Context: an optimization exercise on an open-source flow, tuned for small area, a short achievable clock period and few clock cycles. The choices shown serve that exercise and are no tape-out recipe. Power is estimated from default activity; no workload was simulated.

==> exp/amber <==
==> flow/design.v <==
`default_nettype none
package axiAhbPkg;
    localparam int AddrWidth    = 32;
    localparam int DataWidth    = 32;
    localparam int IdWidth      = 4;
    localparam int MaxBeats     = 16;
    localparam int BeatIdxWidth = 4;
    typedef enum logic [1:0]
    {
        OKAY   = 2'd0,
        SLVERR = 2'd2
    } axiResp_e;
    typedef enum logic [1:0]
    {
        IDLE   = 2'd0,
        NONSEQ = 2'd2
    } ahbTrans_e;
    typedef enum logic [2:0]
    {
        BYTE = 3'd0,
        HALF = 3'd1,
        WORD = 3'd2
    } axiSize_e;
    typedef struct packed
    {
        logic [IdWidth-1:0]      id;
        logic [AddrWidth-1:0]    addr;
        logic [BeatIdxWidth-1:0] len;
        axiSize_e                size;
    } burstReq_t;
    typedef struct packed
    {
        logic [DataWidth-1:0] data;
        logic                 err;
    } readBeat_t;
endpackage
`default_nettype wire
`timescale 1ns/1ps
`default_nettype none
module axiToAhbBridge (
    input  wire         ACLK,
    input  wire         rst,
    input  wire         awValid,
    output logic        awReady,
    input  wire  [3:0]  awId,
    input  wire  [31:0] awAddr,
    input  wire  [3:0]  awLen,
    input  wire  [2:0]  awSize,
    input  wire         wValid,
    output logic        wReady,
    input  wire  [31:0] wData,
    input  wire         wLast,
    output logic        bValid,
    input  wire         bReady,
    output logic [3:0]  bId,
    output logic [1:0]  bResp,
    input  wire         arValid,
    output logic        arReady,
    input  wire  [3:0]  arId,
    input  wire  [31:0] arAddr,
    input  wire  [3:0]  arLen,
    input  wire  [2:0]  arSize,
    output logic        rValid,
    input  wire         rReady,
    output logic [3:0]  rId,
    output logic [31:0] rData,
    output logic [1:0]  rResp,
    output logic        rLast,
    output logic [31:0] hAddr,
    output logic        hWrite,
    output logic [2:0]  hSize,
    output logic [1:0]  hTrans,
    output logic [31:0] hWData,
    input  wire  [31:0] hRData,
    input  wire         hReady,
    input  wire         hResp
);
    logic [31:0] addr;       
    logic [3:0]  cnt;        
    logic [1:0]  size;
    logic [3:0]  id;
    logic        wr;         
    logic        err;        
    logic [31:0] data;       
    logic        idle;       
    logic        ap;         
    logic        dp;         
    logic        rp;         
    logic        wA;         
    logic        rA;         
    logic        rAI;        
    logic        rDp;        
    logic        rRp;        
    logic        wDpL;       
    logic        wRp;        
    logic        ldW;
    logic        ldR;
    logic [31:0] cAddr;
    logic [1:0]  cSize;
    logic [3:0]  cCnt;
    logic        issue;
    logic        accept;
    logic        dpDone;
    logic        respValid;
    logic        respReady;
    logic        apN;
    logic        dpN;
    logic        rpN;
    logic        wrN;
    assign awReady = idle;
    assign arReady = idle && !awValid;
    assign ldW     = awValid && idle;
    assign ldR     = arValid && arReady;
    assign cAddr = idle ? arAddr : addr;
    assign cSize = idle ? arSize[1:0] : size;
    assign cCnt  = idle ? arLen : cnt;
    assign issue  = (wA && wValid) || (rA && hReady && rReady) || rAI || ldR;
    assign accept = issue && hReady;
    assign dpDone = dp && hReady;
    assign hTrans = {issue, 1'b0};
    assign hAddr  = cAddr;
    assign hWrite = !idle && wr;
    assign hSize  = {1'b0, cSize};
    assign hWData = data;
    assign wReady = wA && hReady;
    assign bValid = wRp || (wDpL && hReady);
    assign bId    = id;
    assign bResp  = {err || (dp && hResp), 1'b0};
    assign rValid = rRp || (rDp && hReady);
    assign rId    = id;
    assign rData  = rp ? data : hRData;
    assign rResp  = {rp ? err : hResp, 1'b0};
    assign rLast  = !ap;
    assign respValid = bValid || rValid;
    assign respReady = wr ? bReady : rReady;
    assign wrN = idle ? ldW : wr;
    assign apN = ldW || ((ap || ldR) && !(accept && (cCnt == 4'd0)));
    assign dpN = accept || (dp && !hReady);
    assign rpN = respValid && !respReady;
    always_ff @(posedge ACLK)
    begin
        if (rst)
        begin
            idle <= 1'b1;
            ap   <= 1'b0;
            dp   <= 1'b0;
            rp   <= 1'b0;
            wA   <= 1'b0;
            rA   <= 1'b0;
            rAI  <= 1'b0;
            rDp  <= 1'b0;
            rRp  <= 1'b0;
            wDpL <= 1'b0;
            wRp  <= 1'b0;
        end
        else
        begin
            idle <= !(apN || dpN || rpN);
            ap   <= apN;
            dp   <= dpN;
            rp   <= rpN;
            wA   <= apN && wrN;
            rA   <= apN && !wrN;
            rAI  <= apN && !wrN && !dpN && !rpN;
            rDp  <= dpN && !wrN;
            rRp  <= rpN && !wrN;
            wDpL <= dpN && wrN && !(apN);
            wRp  <= rpN && wrN;
        end
    end
    logic ldDW;
    logic ldDR;
    logic ldDH;
    assign ldDW = wr && accept;
    assign ldDR = !wr && dpDone;
    assign ldDH = !(ldDW || ldDR);
    always_ff @(posedge ACLK)
    begin
        data <= ({32{ldDW}} & wData) | ({32{ldDR}} & hRData) | ({32{ldDH}} & data);
    end
    always_ff @(posedge ACLK)
    begin
        if (ldW)
        begin
            addr <= awAddr;
            cnt  <= awLen;
            size <= awSize[1:0];
        end
        else
        begin
            addr[31:12] <= cAddr[31:12];
            addr[11:0]  <= cAddr[11:0] + (accept ? (12'd1 << cSize) : 12'd0);
            cnt         <= cCnt - {3'd0, accept};
            size        <= cSize;
        end
        wr <= wrN;
        if (idle)
        begin
            id  <= awValid ? awId : arId;
            err <= 1'b0;
        end
        else if (wr)
            err <= err || (dp && hResp);
        else if (dpDone)
            err <= hResp;
    end
endmodule
`default_nettype wire
==> flow/flow/run.sh <==
#!/bin/bash
set -euo pipefail
export BUFFER_PORTS_ARGS="-buffer_cell sky130_fd_sc_hd__buf_1"
export CTS_ARGS="-sink_clustering_enable -repair_clock_nets -dont_use_dummy_load -buf_list sky130_fd_sc_hd__clkbuf_8 -root_buf sky130_fd_sc_hd__clkbuf_8"
if ! bash standard.sh finish > make_finish.log 2>&1; then
  tail -50 make_finish.log
  exit 1
fi
==> flow/standard.sh <==
#!/bin/bash
# synth_recipe.tcl (not shown) runs the flow's synth.tcl, then flattens the netlist and writes it again
# the make line also repeats each setting of config.mk as NAME=value (left out here)
make -C /OpenROAD-flow-scripts/flow DESIGN_CONFIG=/design/flow/config.mk WORK_HOME=/design/flow/orfs CLKGATE_MAP_FILE= SYNTH_SCRIPT=/design/flow/synth_recipe.tcl "${@:-finish}"
==> flow/config.mk <==
export PLATFORM = sky130hd
export DESIGN_NAME = axiToAhbBridge
export DESIGN_NICKNAME = axiToAhbBridge
export VERILOG_FILES = /design/flow/design.v
export SDC_FILE = /design/flow/constraint.sdc
export NUM_CORES = 4
export LEC_CHECK = 0
export CAP_MARGIN = 20
export CORE_MARGIN = 2
export CORE_UTILIZATION = 40
export SETUP_SLACK_MARGIN = 2.7
export SLEW_MARGIN = 20
==> flow/constraint.sdc <==
create_clock -name core_clock -period 5.5 [get_ports {ACLK}]
set_input_delay 1.1000 -clock core_clock [delete_from_list [all_inputs] [get_ports {ACLK}]]
set_output_delay 1.1000 -clock core_clock [all_outputs]
set_load 0.01 [all_outputs]
==> inputs of exp/yarrow, as changes to exp/amber <==
==> flow/design.v, changed modules only <==
module axiToAhbBridge (
    input  wire         ACLK,
    input  wire         rst,
    input  wire         awValid,
    output logic        awReady,
    input  wire  [3:0]  awId,
    input  wire  [31:0] awAddr,
    input  wire  [3:0]  awLen,
    input  wire  [2:0]  awSize,
    input  wire         wValid,
    output logic        wReady,
    input  wire  [31:0] wData,
    input  wire         wLast,
    output logic        bValid,
    input  wire         bReady,
    output logic [3:0]  bId,
    output logic [1:0]  bResp,
    input  wire         arValid,
    output logic        arReady,
    input  wire  [3:0]  arId,
    input  wire  [31:0] arAddr,
    input  wire  [3:0]  arLen,
    input  wire  [2:0]  arSize,
    output logic        rValid,
    input  wire         rReady,
    output logic [3:0]  rId,
    output logic [31:0] rData,
    output logic [1:0]  rResp,
    output logic        rLast,
    output logic [31:0] hAddr,
    output logic        hWrite,
    output logic [2:0]  hSize,
    output logic [1:0]  hTrans,
    output logic [31:0] hWData,
    input  wire  [31:0] hRData,
    input  wire         hReady,
    input  wire         hResp
);
    logic [31:0] addr;       
    logic [3:0]  cnt;        
    logic [1:0]  size;
    logic [3:0]  id;
    logic        wr;         
    logic        err;        
    logic [31:0] data;       
    logic        idle;       
    logic        wsel;       
    logic        ap;         
    logic        dp;         
    logic        rp;         
    logic        wA;         
    logic        rA;         
    logic        rDp;        
    logic        rRp;        
    logic        wDpL;       
    logic        wRp;        
    logic        ldW;
    logic        ldR;
    logic [31:0] cAddr;
    logic [1:0]  cSize;
    logic [3:0]  cCnt;
    logic        issue;
    logic        accept;
    logic        dpDone;
    logic        respValid;
    logic        respReady;
    logic        apN;
    logic        dpN;
    logic        rpN;
    logic        wrN;
    assign wA   = ap && wr;
    assign rA   = ap && !wr;
    assign rDp  = dp && !wr;
    assign rRp  = rp && !wr;
    assign wDpL = dp && wr && !ap;
    assign wRp  = rp && wr;
    assign arReady = idle;
    assign awReady = wsel;
    assign ldR     = arValid && idle;
    assign ldW     = wsel;
    assign cAddr = ({32{idle}} & arAddr) | ({32{wsel}} & awAddr) | ({32{!(idle || wsel)}} & addr);
    assign cSize = ({2{idle}} & arSize[1:0]) | ({2{wsel}} & awSize[1:0]) | ({2{!(idle || wsel)}} & size);
    assign cCnt  = ({4{idle}} & arLen) | ({4{wsel}} & awLen) | ({4{!(idle || wsel)}} & cnt);
    assign issue  = ((wA || wsel) && wValid) || (rA && hReady && rReady) || ldR;
    assign accept = issue && hReady;
    assign dpDone = dp && hReady;
    assign hTrans = {issue, 1'b0};
    assign hAddr  = cAddr;
    assign hWrite = wsel || (!idle && wr);
    assign hSize  = {1'b0, cSize};
    assign hWData = data;
    assign wReady = (wA || wsel) && hReady;
    assign bValid = wRp || (wDpL && hReady);
    assign bId    = id;
    assign bResp  = {err || (dp && hResp), 1'b0};
    assign rValid = rRp || (rDp && hReady);
    assign rId    = id;
    assign rData  = (rp || wr) ? data : hRData;
    assign rResp  = {rp ? err : hResp, 1'b0};
    assign rLast  = !ap;
    logic [11:0] incAddr;
    logic [3:0]  decCnt;
    assign incAddr = cAddr[11:0] + (12'd1 << cSize);
    assign decCnt  = cCnt - 4'd1;
    assign respValid = bValid || rValid;
    assign respReady = wr ? bReady : rReady;
    assign wrN = wsel || (!idle && wr);
    assign apN = (ap || ldR || wsel) && !(accept && (cCnt == 4'd0));
    assign dpN = accept || (dp && !hReady);
    assign rpN = respValid && !respReady;
    always_ff @(posedge ACLK)
    begin
        if (rst)
        begin
            idle <= 1'b1;
            wsel <= 1'b0;
            ap   <= 1'b0;
            dp   <= 1'b0;
            rp   <= 1'b0;
        end
        else
        begin
            idle <= !(apN || dpN || rpN) && !(idle && awValid && !arValid);
            wsel <= idle && awValid && !arValid;
            ap   <= apN;
            dp   <= dpN;
            rp   <= rpN;
        end
    end
    always_ff @(posedge ACLK)
    begin
        data <= wReady ? wData : rData;
    end
    always_ff @(posedge ACLK)
    begin
        addr[31:12] <= cAddr[31:12];
        addr[11:0]  <= accept ? incAddr : cAddr[11:0];
        cnt         <= accept ? decCnt : cCnt;
        size        <= cSize;
        wr <= wrN;
        if (idle || wsel)
            id <= wsel ? awId : arId;
        err <= !(idle || wsel) && (wr ? bResp[1] : rResp[1]);
    end
endmodule
--- a/flow/config.mk
+++ b/flow/config.mk
@@ -7,6 +7,7 @@
 export LEC_CHECK = 0
 export CAP_MARGIN = 20
 export CORE_MARGIN = 2
-export CORE_UTILIZATION = 40
-export SETUP_SLACK_MARGIN = 2.7
+export CORE_UTILIZATION = 55
+export PLACE_DENSITY = 0.7
+export SETUP_SLACK_MARGIN = 2.76
 export SLEW_MARGIN = 20
==> inputs of exp/maple, as changes to exp/amber <==
==> flow/design.v, changed modules only <==
module axiToAhbBridge (
    input  wire         ACLK,
    input  wire         rst,
    input  wire         awValid,
    output logic        awReady,
    input  wire  [3:0]  awId,
    input  wire  [31:0] awAddr,
    input  wire  [3:0]  awLen,
    input  wire  [2:0]  awSize,
    input  wire         wValid,
    output logic        wReady,
    input  wire  [31:0] wData,
    input  wire         wLast,
    output logic        bValid,
    input  wire         bReady,
    output logic [3:0]  bId,
    output logic [1:0]  bResp,
    input  wire         arValid,
    output logic        arReady,
    input  wire  [3:0]  arId,
    input  wire  [31:0] arAddr,
    input  wire  [3:0]  arLen,
    input  wire  [2:0]  arSize,
    output logic        rValid,
    input  wire         rReady,
    output logic [3:0]  rId,
    output logic [31:0] rData,
    output logic [1:0]  rResp,
    output logic        rLast,
    output logic [31:0] hAddr,
    output logic        hWrite,
    output logic [2:0]  hSize,
    output logic [1:0]  hTrans,
    output logic [31:0] hWData,
    input  wire  [31:0] hRData,
    input  wire         hReady,
    input  wire         hResp
);
    logic [31:0] addr;       
    logic [3:0]  cnt;        
    logic [1:0]  size;
    logic [3:0]  id;
    logic        wr;         
    logic        err;        
    logic [31:0] data;       
    logic        idle;       
    logic        ap;         
    logic        dp;         
    logic        rp;         
    logic        wA;         
    logic        rA;         
    logic        rAI;        
    logic        rDp;        
    logic        rRp;        
    logic        wDpL;       
    logic        wRp;        
    logic        ldW;
    logic        ldR;
    logic        issue;
    logic        accept;
    logic        dpDone;
    logic        respValid;
    logic        respReady;
    logic        apN;
    logic        dpN;
    logic        rpN;
    logic        wrN;
    assign awReady = idle;
    assign arReady = idle && !awValid;
    assign ldW     = awValid && idle;
    assign ldR     = arValid && arReady;
    assign issue  = (wA && wValid) || (rA && hReady && rReady) || rAI;
    assign accept = issue && hReady;
    assign dpDone = dp && hReady;
    assign hTrans = {issue, 1'b0};
    assign hAddr  = addr;
    assign hWrite = wr;
    assign hSize  = {1'b0, size};
    assign hWData = data;
    assign wReady = wA && hReady;
    assign bValid = wRp || (wDpL && hReady);
    assign bId    = id;
    assign bResp  = {err || (dp && hResp), 1'b0};
    assign rValid = rRp || (rDp && hReady);
    assign rId    = id;
    assign rData  = rp ? data : hRData;
    assign rResp  = {rp ? err : hResp, 1'b0};
    assign rLast  = !ap;
    assign respValid = bValid || rValid;
    assign respReady = wr ? bReady : rReady;
    assign wrN = (ldW || ldR) ? ldW : wr;
    assign apN = (ldW || ldR) || (ap && !(accept && (cnt == 4'd0)));
    assign dpN = accept || (dp && !hReady);
    assign rpN = respValid && !respReady;
    always_ff @(posedge ACLK)
    begin
        if (rst)
        begin
            idle <= 1'b1;
            ap   <= 1'b0;
            dp   <= 1'b0;
            rp   <= 1'b0;
            wA   <= 1'b0;
            rA   <= 1'b0;
            rAI  <= 1'b0;
            rDp  <= 1'b0;
            rRp  <= 1'b0;
            wDpL <= 1'b0;
            wRp  <= 1'b0;
        end
        else
        begin
            idle <= !(apN || dpN || rpN);
            ap   <= apN;
            dp   <= dpN;
            rp   <= rpN;
            wA   <= apN && wrN;
            rA   <= apN && !wrN;
            rAI  <= apN && !wrN && !dpN && !rpN;
            rDp  <= dpN && !wrN;
            rRp  <= rpN && !wrN;
            wDpL <= dpN && wrN && !(apN);
            wRp  <= rpN && wrN;
        end
    end
    always_ff @(posedge ACLK)
    begin
        if (ldW || ldR)
        begin
            addr <= ldW ? awAddr : arAddr;
            cnt  <= ldW ? awLen : arLen;
            size <= ldW ? awSize[1:0] : arSize[1:0];
            id   <= ldW ? awId : arId;
            wr   <= ldW;
            err  <= 1'b0;
        end
        else
        begin
            if (accept)
            begin
                addr[11:0] <= addr[11:0] + (12'd1 << size);
                cnt        <= cnt - 4'd1;
            end
            if (wr)
                err <= err || (dp && hResp);
            else if (dpDone)
                err <= hResp;
        end
        if (wr ? accept : dpDone)
            data <= wr ? wData : hRData;
    end
endmodule
==> flow/flow/run.sh (replaced) <==
#!/bin/bash
set -euo pipefail
export BUFFER_PORTS_ARGS="-buffer_cell sky130_fd_sc_hd__buf_1"
if ! bash standard.sh finish > make_finish.log 2>&1; then
  tail -50 make_finish.log
  exit 1
fi
--- a/flow/config.mk
+++ b/flow/config.mk
@@ -8,5 +8,5 @@
 export CAP_MARGIN = 20
 export CORE_MARGIN = 2
 export CORE_UTILIZATION = 40
-export SETUP_SLACK_MARGIN = 2.7
+export SETUP_SLACK_MARGIN = 2.9
 export SLEW_MARGIN = 20
==> inputs of exp/xenon, as changes to exp/amber <==
==> flow/design.v, changed modules only <==
module axiToAhbBridge (
    input  wire         ACLK,
    input  wire         rst,
    input  wire         awValid,
    output logic        awReady,
    input  wire  [3:0]  awId,
    input  wire  [31:0] awAddr,
    input  wire  [3:0]  awLen,
    input  wire  [2:0]  awSize,
    input  wire         wValid,
    output logic        wReady,
    input  wire  [31:0] wData,
    input  wire         wLast,
    output logic        bValid,
    input  wire         bReady,
    output logic [3:0]  bId,
    output logic [1:0]  bResp,
    input  wire         arValid,
    output logic        arReady,
    input  wire  [3:0]  arId,
    input  wire  [31:0] arAddr,
    input  wire  [3:0]  arLen,
    input  wire  [2:0]  arSize,
    output logic        rValid,
    input  wire         rReady,
    output logic [3:0]  rId,
    output logic [31:0] rData,
    output logic [1:0]  rResp,
    output logic        rLast,
    output logic [31:0] hAddr,
    output logic        hWrite,
    output logic [2:0]  hSize,
    output logic [1:0]  hTrans,
    output logic [31:0] hWData,
    input  wire  [31:0] hRData,
    input  wire         hReady,
    input  wire         hResp
);
    logic [31:0] addr;       
    logic [3:0]  cnt;        
    logic [1:0]  size;
    logic [3:0]  id;
    logic        wr;         
    logic        err;        
    logic [31:0] data;       
    logic        idle;       
    logic        ap;         
    logic        dp;         
    logic        rp;         
    logic        wA;         
    logic        rA;         
    logic        rDp;        
    logic        rRp;        
    logic        wDpL;       
    logic        wRp;        
    logic        ldW;
    logic        ldR;
    logic [31:0] cAddr;
    logic [1:0]  cSize;
    logic [3:0]  cCnt;
    logic        issue;
    logic        accept;
    logic        dpDone;
    logic        respValid;
    logic        respReady;
    logic        apN;
    logic        dpN;
    logic        rpN;
    logic        wrN;
    assign wA   = ap && wr;
    assign rA   = ap && !wr;
    assign rDp  = dp && !wr;
    assign rRp  = rp && !wr;
    assign wDpL = dp && wr && !ap;
    assign wRp  = rp && wr;
    assign arReady = idle;
    assign awReady = idle && !arValid;
    assign ldR     = arValid && idle;
    assign ldW     = awValid && awReady;
    assign cAddr = idle ? arAddr : addr;
    assign cSize = idle ? arSize[1:0] : size;
    assign cCnt  = idle ? arLen : cnt;
    assign issue  = (wA && wValid) || (rA && hReady && rReady) || ldR;
    assign accept = issue && hReady;
    assign dpDone = dp && hReady;
    assign hTrans = {issue, 1'b0};
    assign hAddr  = cAddr;
    assign hWrite = !idle && wr;
    assign hSize  = {1'b0, cSize};
    assign hWData = data;
    assign wReady = wA && hReady;
    assign bValid = wRp || (wDpL && hReady);
    assign bId    = id;
    assign bResp  = {err || (dp && hResp), 1'b0};
    assign rValid = rRp || (rDp && hReady);
    assign rId    = id;
    assign rData  = rp ? data : hRData;
    assign rResp  = {rp ? err : hResp, 1'b0};
    assign rLast  = !ap;
    logic [11:0] incAddr;
    logic [3:0]  decCnt;
    assign incAddr = cAddr[11:0] + (12'd1 << cSize);
    assign decCnt  = cCnt - 4'd1;
    assign respValid = bValid || rValid;
    assign respReady = wr ? bReady : rReady;
    assign wrN = idle ? ldW : wr;
    assign apN = ldW || ((ap || ldR) && !(accept && (cCnt == 4'd0)));
    assign dpN = accept || (dp && !hReady);
    assign rpN = respValid && !respReady;
    always_ff @(posedge ACLK)
    begin
        if (rst)
        begin
            idle <= 1'b1;
            ap   <= 1'b0;
            dp   <= 1'b0;
            rp   <= 1'b0;
        end
        else
        begin
            idle <= !(apN || dpN || rpN);
            ap   <= apN;
            dp   <= dpN;
            rp   <= rpN;
        end
    end
    logic ldDW;
    logic ldDR;
    logic ldDH;
    assign ldDW = wr && accept;
    assign ldDR = !wr && dpDone;
    assign ldDH = !(ldDW || ldDR);
    always_ff @(posedge ACLK)
    begin
        data <= ({32{ldDW}} & wData) | ({32{ldDR}} & hRData) | ({32{ldDH}} & data);
    end
    always_ff @(posedge ACLK)
    begin
        if (ldW)
        begin
            addr <= awAddr;
            cnt  <= awLen;
            size <= awSize[1:0];
        end
        else
        begin
            addr[31:12] <= cAddr[31:12];
            addr[11:0]  <= accept ? incAddr : cAddr[11:0];
            cnt         <= accept ? decCnt : cCnt;
            size        <= cSize;
        end
        wr <= wrN;
        if (idle)
        begin
            id  <= ldW ? awId : arId;
            err <= 1'b0;
        end
        else if (wr)
            err <= err || (dp && hResp);
        else if (dpDone)
            err <= hResp;
    end
endmodule
--- a/flow/config.mk
+++ b/flow/config.mk
@@ -7,6 +7,7 @@
 export LEC_CHECK = 0
 export CAP_MARGIN = 20
 export CORE_MARGIN = 2
-export CORE_UTILIZATION = 40
-export SETUP_SLACK_MARGIN = 2.7
+export CORE_UTILIZATION = 55
+export PLACE_DENSITY = 0.7
+export SETUP_SLACK_MARGIN = 2.65
 export SLEW_MARGIN = 20
==> comparison <==
- exp/xenon completed with no timing, DRC or antenna violations. exp/yarrow ran to the end with no violations. exp/amber produced a clean layout. exp/maple produced a clean layout.
- Between exp/xenon and exp/amber, the lower cell count is in exp/xenon (gap about 2.2%, measured against exp/amber).
- Clock power: exp/xenon is lower than exp/amber (5.7%).
- Non-clock buffer count: exp/amber is lower than exp/maple (4).
- In count of clock-buffer cells in the layout, exp/xenon and exp/amber do not differ.
Function was not checked in any run of this note: the RTL went through the layout flow alone.

## what the ideal ports hide
How much do the figures lean on ideal ports? The routed layouts below were timed once more, with nothing changed but the port constraints. Step 1, drivers: a clkbuf_16 drives ACLK and a buf_2 each remaining input, both assumed. Step 2 times the ports against the registers' clock, not the clock port: input delays grow and output delays shrink by t, the midpoint of the rising clock arrivals with the driver on. Slacks: ideal ports / drivers / drivers and shift; pairs: ideal ports / drivers.
run	t (ns)	setup slack, ns	hold WS [ns]
exp/amber	0.377	2.609 / 2.563 / 2.219	0.483 / 0.483 / 0.483
exp/yarrow	0.366	2.655 / 2.632 / 2.332	0.444 / 0.444 / 0.444
exp/maple	0.370	2.804 / 2.742 / 2.742	0.595 / 0.595 / 0.595
exp/xenon	0.362	2.685 / 2.646 / 2.408	0.459 / 0.459 / 0.459
After both steps setup and hold are still met in every run listed. The setup slack of exp/amber, which loses most, moves by -0.046 ns with the drivers and by -0.390 ns with both steps.
